From an optimization exercise on the open Yosys and OpenROAD flow, aimed at small area and a short achievable clock period; shortcuts taken in it are not production practice.
Function was checked by simulation only, so behaviour that the tests miss may differ from the original.

==> inputs of zinc <==
// rv_core_top
module rv_core_top (
    input  logic        clk,
    input  logic        rst_n,
    input  logic        halt,
    output logic [31:0] imem_addr,
    input  logic [31:0] imem_data,
    output logic        dmem_read_wrn,
    output logic [15:0] dmem_addr,
    output logic [31:0] dmem_wdata,
    input  logic [31:0] dmem_rdata,
    output logic        instr_retired,
    output logic        breakpoint_fired,
    output logic        finish_exec
);
    localparam logic [2:0] C_NONE  = 3'b000;    
    localparam logic [2:0] C_OTHER = 3'b001;    
    localparam logic [2:0] C_FIN   = 3'b010;    
    localparam logic [2:0] C_BRK   = 3'b011;    
    localparam logic [2:0] C_REG   = 3'b100;
    localparam logic [2:0] C_IMM   = 3'b101;
    localparam logic [2:0] C_LOAD  = 3'b110;
    localparam logic [2:0] C_STORE = 3'b111;
    wire run = !halt;
    logic [31:2] pc;
    always_ff @(posedge clk or negedge rst_n) begin
        if (!rst_n)   pc <= '0;
        else if (run) pc <= pc + 30'd1;
    end
    assign imem_addr = {pc, 2'b00};
    logic [2:0] cls_f;
    always_comb begin
        case (imem_data[6:0])
            7'b011_0011: cls_f = C_REG;
  ...
==> module rv_core_top, before the edit <==
module rv_core_top (
    input  logic        clk,
    input  logic        rst_n,
    input  logic        halt,
    output logic [31:0] imem_addr,
    input  logic [31:0] imem_data,
    output logic        dmem_read_wrn,
    output logic [15:0] dmem_addr,
    output logic [31:0] dmem_wdata,
    input  logic [31:0] dmem_rdata,
    output logic        instr_retired,
    output logic        breakpoint_fired,
    output logic        finish_exec
);
    localparam logic [2:0] C_NONE  = 3'b000;    
    localparam logic [2:0] C_OTHER = 3'b001;    
    localparam logic [2:0] C_FIN   = 3'b010;    
    localparam logic [2:0] C_BRK   = 3'b011;    
    localparam logic [2:0] C_REG   = 3'b100;
    localparam logic [2:0] C_IMM   = 3'b101;
    localparam logic [2:0] C_LOAD  = 3'b110;
    localparam logic [2:0] C_STORE = 3'b111;
    wire run = !halt;
    logic [31:2] pc;
    always_ff @(posedge clk or negedge rst_n) begin
        if (!rst_n)   pc <= '0;
        else if (run) pc <= pc + 30'd1;
    end
    assign imem_addr = {pc, 2'b00};
    logic [2:0] cls_f;
    always_comb begin
        case (imem_data[6:0])
            7'b011_0011: cls_f = C_REG;
            7'b001_0011: cls_f = C_IMM;
            7'b000_0011: cls_f = C_LOAD;
            7'b010_0011: cls_f = C_STORE;
            7'b111_0011: begin
                if (imem_data[14:12] == 3'b000 && imem_data[31:20] == 12'd1)      cls_f = C_BRK;
                else if (imem_data[14:12] == 3'b000 && imem_data[31:20] == 12'd0) cls_f = C_FIN;
                else                                                               cls_f = C_OTHER;
            end
            default:     cls_f = (imem_data == 32'd0) ? C_NONE : C_OTHER;
        endcase
    end
    logic [2:0]  cls_d;
    logic [31:7] ir;
    always_ff @(posedge clk or negedge rst_n) begin
        if (!rst_n)   cls_d <= C_NONE;
        else if (run) cls_d <= cls_f;
    end
    always_ff @(posedge clk) begin
        if (run) ir <= imem_data[31:7];
    end
    logic [31:0] regs [1:31];
    wire [4:0] rs1 = ir[19:15];
    wire [4:0] rs2 = ir[24:20];
    logic [31:0] rs1_data, rs2_data;
    always_comb begin
        rs1_data = '0;
        rs2_data = '0;
        for (int k = 1; k < 32; k++) begin
            rs1_data = rs1_data | ({32{rs1 == k[4:0]}} & regs[k]);
            rs2_data = rs2_data | ({32{rs2 == k[4:0]}} & regs[k]);
        end
    end
    logic [2:0]  cls_e;
    logic [31:0] opa, opr2;
    logic [11:0] imm_e;
    logic [2:0]  f3_e;
    logic [4:0]  rd_e;
    logic        sub_e;
    always_ff @(posedge clk or negedge rst_n) begin
        if (!rst_n)   cls_e <= C_NONE;
        else if (run) cls_e <= cls_d;
    end
    always_ff @(posedge clk) begin
        if (run) begin
            opa   <= rs1_data;
            opr2  <= rs2_data;
            imm_e <= (cls_d == C_STORE) ? {ir[31:25], ir[11:7]} : ir[31:20];
            f3_e  <= ir[14:12];
            rd_e  <= ir[11:7];
            sub_e <= (cls_d == C_REG) && (ir[14:12] == 3'b000) && ir[30];
        end
    end
    wire [31:0] opb  = (cls_e == C_REG) ? opr2 : {{20{imm_e[11]}}, imm_e};
    wire [31:0] sum  = opa + (opb ^ {32{sub_e}}) + {31'd0, sub_e};
    wire [31:0] lgc  = f3_e[1] ? (f3_e[0] ? (opa & opb) : (opa | opb)) : (opa ^ opb);
    wire        use_lgc = (cls_e == C_REG || cls_e == C_IMM) && f3_e[2] && (f3_e[1] || !f3_e[0]);
    wire [31:0] alu_y = use_lgc ? lgc : sum;
    wire        is_mem_e   = (cls_e == C_LOAD) || (cls_e == C_STORE);
    wire        is_store_e = (cls_e == C_STORE);
    logic [31:0] st_ext;
    always_comb begin
        case (f3_e[1:0])
            2'b00:   st_ext = {{24{opr2[7]}}, opr2[7:0]};
            2'b01:   st_ext = {{16{opr2[15]}}, opr2[15:0]};
            default: st_ext = opr2;
        endcase
    end
    logic [2:0]  cls_m;
    logic [31:0] res_m;
    logic [2:0]  f3_m;
    logic [4:0]  rd_m;
    always_ff @(posedge clk or negedge rst_n) begin
        if (!rst_n) begin
            cls_m         <= C_NONE;
            dmem_read_wrn <= 1'b1;
            dmem_addr     <= '0;
            dmem_wdata    <= '0;
        end else if (run) begin
            cls_m         <= cls_e;
            dmem_read_wrn <= !is_store_e;
            dmem_addr     <= is_mem_e ? sum[15:0] : 16'd0;
            dmem_wdata    <= is_store_e ? st_ext : 32'd0;
        end
    end
    always_ff @(posedge clk) begin
        if (run) begin
            res_m <= alu_y;
            f3_m  <= f3_e;
            rd_m  <= rd_e;
        end
    end
    logic [31:0] ld_ext;
    always_comb begin
        case (f3_m)
            3'b000:  ld_ext = {{24{dmem_rdata[7]}}, dmem_rdata[7:0]};
            3'b001:  ld_ext = {{16{dmem_rdata[15]}}, dmem_rdata[15:0]};
            3'b100:  ld_ext = {24'd0, dmem_rdata[7:0]};
            3'b101:  ld_ext = {16'd0, dmem_rdata[15:0]};
            default: ld_ext = dmem_rdata;
        endcase
    end
    wire        we_m    = (cls_m == C_REG) || (cls_m == C_IMM) || (cls_m == C_LOAD);
    wire [31:0] wdata_m = (cls_m == C_LOAD) ? ld_ext : res_m;
    for (genvar k = 1; k < 32; k++) begin : g_rf
        always_ff @(posedge clk) begin
            if (we_m && rd_m == k) regs[k] <= wdata_m;
        end
    end
    always_ff @(posedge clk or negedge rst_n) begin
        if (!rst_n) begin
            instr_retired    <= 1'b0;
            breakpoint_fired <= 1'b0;
            finish_exec      <= 1'b0;
        end else if (run) begin
            instr_retired    <= (cls_m != C_NONE);
            breakpoint_fired <= (cls_m == C_BRK);
            finish_exec      <= (cls_m == C_FIN);
        end
    end
endmodule
Settings: LEC_CHECK=0, CAP_MARGIN=20, CORE_MARGIN=2, CORE_UTILIZATION=45, PLACE_DENSITY=0.6, SLEW_MARGIN=20; clock period 5.0 ns.
run.sh (not shown) runs the stock make flow with config.mk's settings and CLKGATE_MAP_FILE= SYNTH_SCRIPT=/design/flow/synth_recipe.tcl, a recipe that flattens the netlist after the stock synthesis.
==> umber (differences from zinc) <==
--- a/flow/design.v
+++ b/flow/design.v
@@ -50,6 +50,6 @@
     logic [31:2] pc;
     always_ff @(posedge clk or negedge rst_n) begin
-        if (!rst_n)   pc <= '0;
-        else if (run) pc <= pc + 30'd1;
+        if (!rst_n) pc <= '0;
+        else        pc <= pc + {29'd0, run};
     end
     assign imem_addr = {pc, 2'b00};
@@ -71,4 +71,5 @@
     logic [2:0]  cls_d;
     logic [31:7] ir;
+    logic [31:1] s1oh, s2oh;
     always_ff @(posedge clk or negedge rst_n) begin
         if (!rst_n)   cls_d <= C_NONE;
@@ -76,9 +77,13 @@
     end
     always_ff @(posedge clk) begin
-        if (run) ir <= imem_data[31:7];
+        if (run) begin
+            ir  <= imem_data[31:7];
+            for (int k = 1; k < 32; k++) begin
+                s1oh[k] <= (imem_data[19:15] == k[4:0]);
+                s2oh[k] <= (imem_data[24:20] == k[4:0]);
+            end
+        end
     end
     logic [31:0] regs [1:31];
-    wire [4:0] rs1 = ir[19:15];
-    wire [4:0] rs2 = ir[24:20];
     logic [31:0] rs1_data, rs2_data;
     always_comb begin
@@ -86,17 +91,29 @@
         rs2_data = '0;
         for (int k = 1; k < 32; k++) begin
-            rs1_data = rs1_data | ({32{rs1 == k[4:0]}} & regs[k]);
-            rs2_data = rs2_data | ({32{rs2 == k[4:0]}} & regs[k]);
+            rs1_data = rs1_data | ({32{s1oh[k]}} & regs[k]);
+            rs2_data = rs2_data | ({32{s2oh[k]}} & regs[k]);
         end
     end
     logic [2:0]  cls_e;
     logic [31:0] opa, opr2;
-    logic [11:0] imm_e;
+    logic [31:0] opb;        
     logic [2:0]  f3_e;
     logic [4:0]  rd_e;
     logic        sub_e;
-    always_ff @(posedge clk or negedge rst_n) begin
-        if (!rst_n)   cls_e <= C_NONE;
-        else if (run) cls_e <= cls_d;
+    logic        lgc_e;      
+    logic [1:0]  lop_e;      
+    logic        mem_e;      
+    logic        st_e;       
+    wire is_alu_d = (cls_d == C_REG) || (cls_d == C_IMM);
+    always_ff @(posedge clk or negedge rst_n) begin
+        if (!rst_n) begin
+            cls_e <= C_NONE;
+            mem_e <= 1'b0;
+            st_e  <= 1'b0;
+        end else if (run) begin
+            cls_e <= cls_d;
+            mem_e <= (cls_d == C_LOAD) || (cls_d == C_STORE);
+            st_e  <= (cls_d == C_STORE);
+        end
     end
     always_ff @(posedge clk) begin
@@ -104,17 +121,26 @@
             opa   <= rs1_data;
             opr2  <= rs2_data;
-            imm_e <= (cls_d == C_STORE) ? {ir[31:25], ir[11:7]} : ir[31:20];
+            opb   <= (cls_d == C_REG) ? (rs2_data ^ {32{ir[30] && ir[14:12] == 3'b000}})
+                                      : {{20{ir[31]}}, (cls_d == C_STORE) ? {ir[31:25], ir[11:7]} : ir[31:20]};
             f3_e  <= ir[14:12];
             rd_e  <= ir[11:7];
             sub_e <= (cls_d == C_REG) && (ir[14:12] == 3'b000) && ir[30];
-        end
-    end
-    wire [31:0] opb  = (cls_e == C_REG) ? opr2 : {{20{imm_e[11]}}, imm_e};
-    wire [31:0] sum  = opa + (opb ^ {32{sub_e}}) + {31'd0, sub_e};
-    wire [31:0] lgc  = f3_e[1] ? (f3_e[0] ? (opa & opb) : (opa | opb)) : (opa ^ opb);
-    wire        use_lgc = (cls_e == C_REG || cls_e == C_IMM) && f3_e[2] && (f3_e[1] || !f3_e[0]);
-    wire [31:0] alu_y = use_lgc ? lgc : sum;
-    wire        is_mem_e   = (cls_e == C_LOAD) || (cls_e == C_STORE);
-    wire        is_store_e = (cls_e == C_STORE);
+            lgc_e <= is_alu_d && ir[14] && (ir[13] || !ir[12]);
+            lop_e <= ir[13:12];
+        end
+    end
+    logic [31:0] sum;
+    logic [31:0] px, g0, p0, g1, p1, g2, p2, g3, p3, g4, p4, g5, p5;
+    rv_ks_pg         u_pg (.a(opa), .b(opb), .cin(sub_e), .g(g0), .p(p0), .px(px));
+    rv_ks_lvl #(1)   u_l1 (.gi(g0), .pi(p0), .go(g1), .po(p1));
+    rv_ks_lvl #(2)   u_l2 (.gi(g1), .pi(p1), .go(g2), .po(p2));
+    rv_ks_lvl #(4)   u_l3 (.gi(g2), .pi(p2), .go(g3), .po(p3));
+    rv_ks_lvl #(8)   u_l4 (.gi(g3), .pi(p3), .go(g4), .po(p4));
+    rv_ks_lvl #(16)  u_l5 (.gi(g4), .pi(p4), .go(g5), .po(p5));
+    rv_ks_sum        u_sm (.p(px), .g(g5), .s(sum));
+    wire [31:0] lgc  = lop_e[1] ? (lop_e[0] ? (opa & opb) : (opa | opb)) : (opa ^ opb);
+    wire [31:0] alu_y = lgc_e ? lgc : sum;
+    wire        is_mem_e   = mem_e;
+    wire        is_store_e = st_e;
     logic [31:0] st_ext;
     always_comb begin
@@ -127,9 +153,15 @@
     logic [2:0]  cls_m;
     logic [31:0] res_m;
-    logic [2:0]  f3_m;
+    logic        ld_m;       
+    logic        lb_m;       
+    logic        lh_m;       
+    logic        lu_m;       
     logic [4:0]  rd_m;
+    logic [3:0]  weh_m;      
+    logic [7:0]  wel_m;      
     always_ff @(posedge clk or negedge rst_n) begin
         if (!rst_n) begin
             cls_m         <= C_NONE;
+            weh_m         <= 4'd0;
             dmem_read_wrn <= 1'b1;
             dmem_addr     <= '0;
@@ -137,4 +169,5 @@
         end else if (run) begin
             cls_m         <= cls_e;
+            weh_m         <= ((cls_e == C_REG) || (cls_e == C_IMM) || (cls_e == C_LOAD)) ? (4'b1 << rd_e[4:3]) : 4'd0;
             dmem_read_wrn <= !is_store_e;
             dmem_addr     <= is_mem_e ? sum[15:0] : 16'd0;
@@ -145,23 +178,23 @@
         if (run) begin
             res_m <= alu_y;
-            f3_m  <= f3_e;
+            ld_m  <= (cls_e == C_LOAD);
+            lb_m  <= (cls_e == C_LOAD) && (f3_e[1:0] == 2'b00);
+            lh_m  <= (cls_e == C_LOAD) && (f3_e[1:0] == 2'b01);
+            lu_m  <= f3_e[2];
             rd_m  <= rd_e;
-        end
-    end
-    logic [31:0] ld_ext;
-    always_comb begin
-        case (f3_m)
-            3'b000:  ld_ext = {{24{dmem_rdata[7]}}, dmem_rdata[7:0]};
-            3'b001:  ld_ext = {{16{dmem_rdata[15]}}, dmem_rdata[15:0]};
-            3'b100:  ld_ext = {24'd0, dmem_rdata[7:0]};
-            3'b101:  ld_ext = {16'd0, dmem_rdata[15:0]};
-            default: ld_ext = dmem_rdata;
-        endcase
-    end
-    wire        we_m    = (cls_m == C_REG) || (cls_m == C_IMM) || (cls_m == C_LOAD);
-    wire [31:0] wdata_m = (cls_m == C_LOAD) ? ld_ext : res_m;
+            wel_m <= 8'b1 << rd_e[2:0];
+        end
+    end
+    wire        ext7  = !lu_m && dmem_rdata[7];
+    wire        ext15 = !lu_m && dmem_rdata[15];
+    logic [31:0] wdata_m;
+    always_comb begin
+        wdata_m[7:0]   = ld_m ? dmem_rdata[7:0] : res_m[7:0];
+        wdata_m[15:8]  = lb_m ? {8{ext7}} : ld_m ? dmem_rdata[15:8] : res_m[15:8];
+        wdata_m[31:16] = lb_m ? {16{ext7}} : lh_m ? {16{ext15}} : ld_m ? dmem_rdata[31:16] : res_m[31:16];
+    end
     for (genvar k = 1; k < 32; k++) begin : g_rf
         always_ff @(posedge clk) begin
-            if (we_m && rd_m == k) regs[k] <= wdata_m;
+            if (weh_m[k / 8] && wel_m[k % 8]) regs[k] <= wdata_m;
         end
     end
@@ -178,2 +211,37 @@
     end
 endmodule
+module rv_ks_pg (
+    input  logic [31:0] a,
+    input  logic [31:0] b,
+    input  logic        cin,
+    output logic [31:0] g,
+    output logic [31:0] p,
+    output logic [31:0] px
+);
+    assign px = a ^ b;
+    assign g  = {a[30:0] & b[30:0], cin};
+    assign p  = {px[30:0], 1'b0};
+endmodule
+module rv_ks_lvl #(parameter int D = 1) (
+    input  logic [31:0] gi,
+    input  logic [31:0] pi,
+    output logic [31:0] go,
+    output logic [31:0] po
+);
+    for (genvar k = 0; k < 32; k++) begin : g_bit
+        if (k >= D) begin : g_op
+            assign go[k] = gi[k] | (pi[k] & gi[k - D]);
+            assign po[k] = pi[k] & pi[k - D];
+        end else begin : g_pass
+            assign go[k] = gi[k];
+            assign po[k] = pi[k];
+        end
+    end
+endmodule
+module rv_ks_sum (
+    input  logic [31:0] p,
+    input  logic [31:0] g,
+    output logic [31:0] s
+);
+    assign s = p ^ g;
+endmodule
--- a/flow/config.mk
+++ b/flow/config.mk
@@ -8,5 +8,10 @@
 export CAP_MARGIN = 20
 export CORE_MARGIN = 2
-export CORE_UTILIZATION = 45
-export PLACE_DENSITY = 0.6
+export CORE_UTILIZATION = 40
+export CTS_CLUSTER_DIAMETER = 80
+export CTS_CLUSTER_SIZE = 24
+export PLACE_DENSITY = 0.55
+export SETUP_SLACK_MARGIN = 2.6
 export SLEW_MARGIN = 20
+export SYNTH_HIERARCHICAL = 1
+export SYNTH_MINIMUM_KEEP_SIZE = 0
==> out/metrics.csv <==
stage,metric,value,unit
status,status,timing/DRC/antenna clean,
drt,met1_length,80300,µm
layout,non_clock_inverter_count,79,
floorplan,die_width,349,µm
power_and_ir_drop,total_leakage_power,20.9,nW
timing,post-route-worst-setup-slack,0.539,ns
-- figures above: zinc

==> out/metrics.csv <==
stage,metric,value,unit
power_and_ir_drop,total_leakage_power,22.6,nW
status,status,timing/DRC/antenna clean,
layout,non_clock_inverter_count,112,
power_and_ir_drop,p_sw,5.67,mW
floorplan,die_width,385,µm
-- figures above: umber

re-timing with driven ports:
How much do the figures lean on ideal ports? The routed layouts below were timed once more, with nothing changed but the port constraints.
Step 1 sets driving cells, clkbuf_16 on the clock port and buf_2 on the other inputs (assumed; they add their load-dependent delay and slew).
Step 2 moves the port delays by t, midway between the first and last clock arrival at a register: inputs arrive t later, outputs are due t later. That takes back most of the time a late clock gives input paths.
Three values: no drivers, after step 1, after step 2; two values: the first two.
run | t, ns | slack for setup (ns) | worst setup path at the end | slew at the worst register clock pin (ns) | pins driven straight from the clock port
zinc | 0.824 | 0.539 / 0.539 / 0.539 | register to register | 0.07 / 0.07 | 1
umber | 0.792 | 2.479 / 2.479 / 1.984 | input to register | 0.11 / 0.11 | 1
After both steps every run listed still meets setup and hold. The setup slack of umber, which loses most, moves by 0.000 ns with the drivers and by -0.495 ns with both steps.
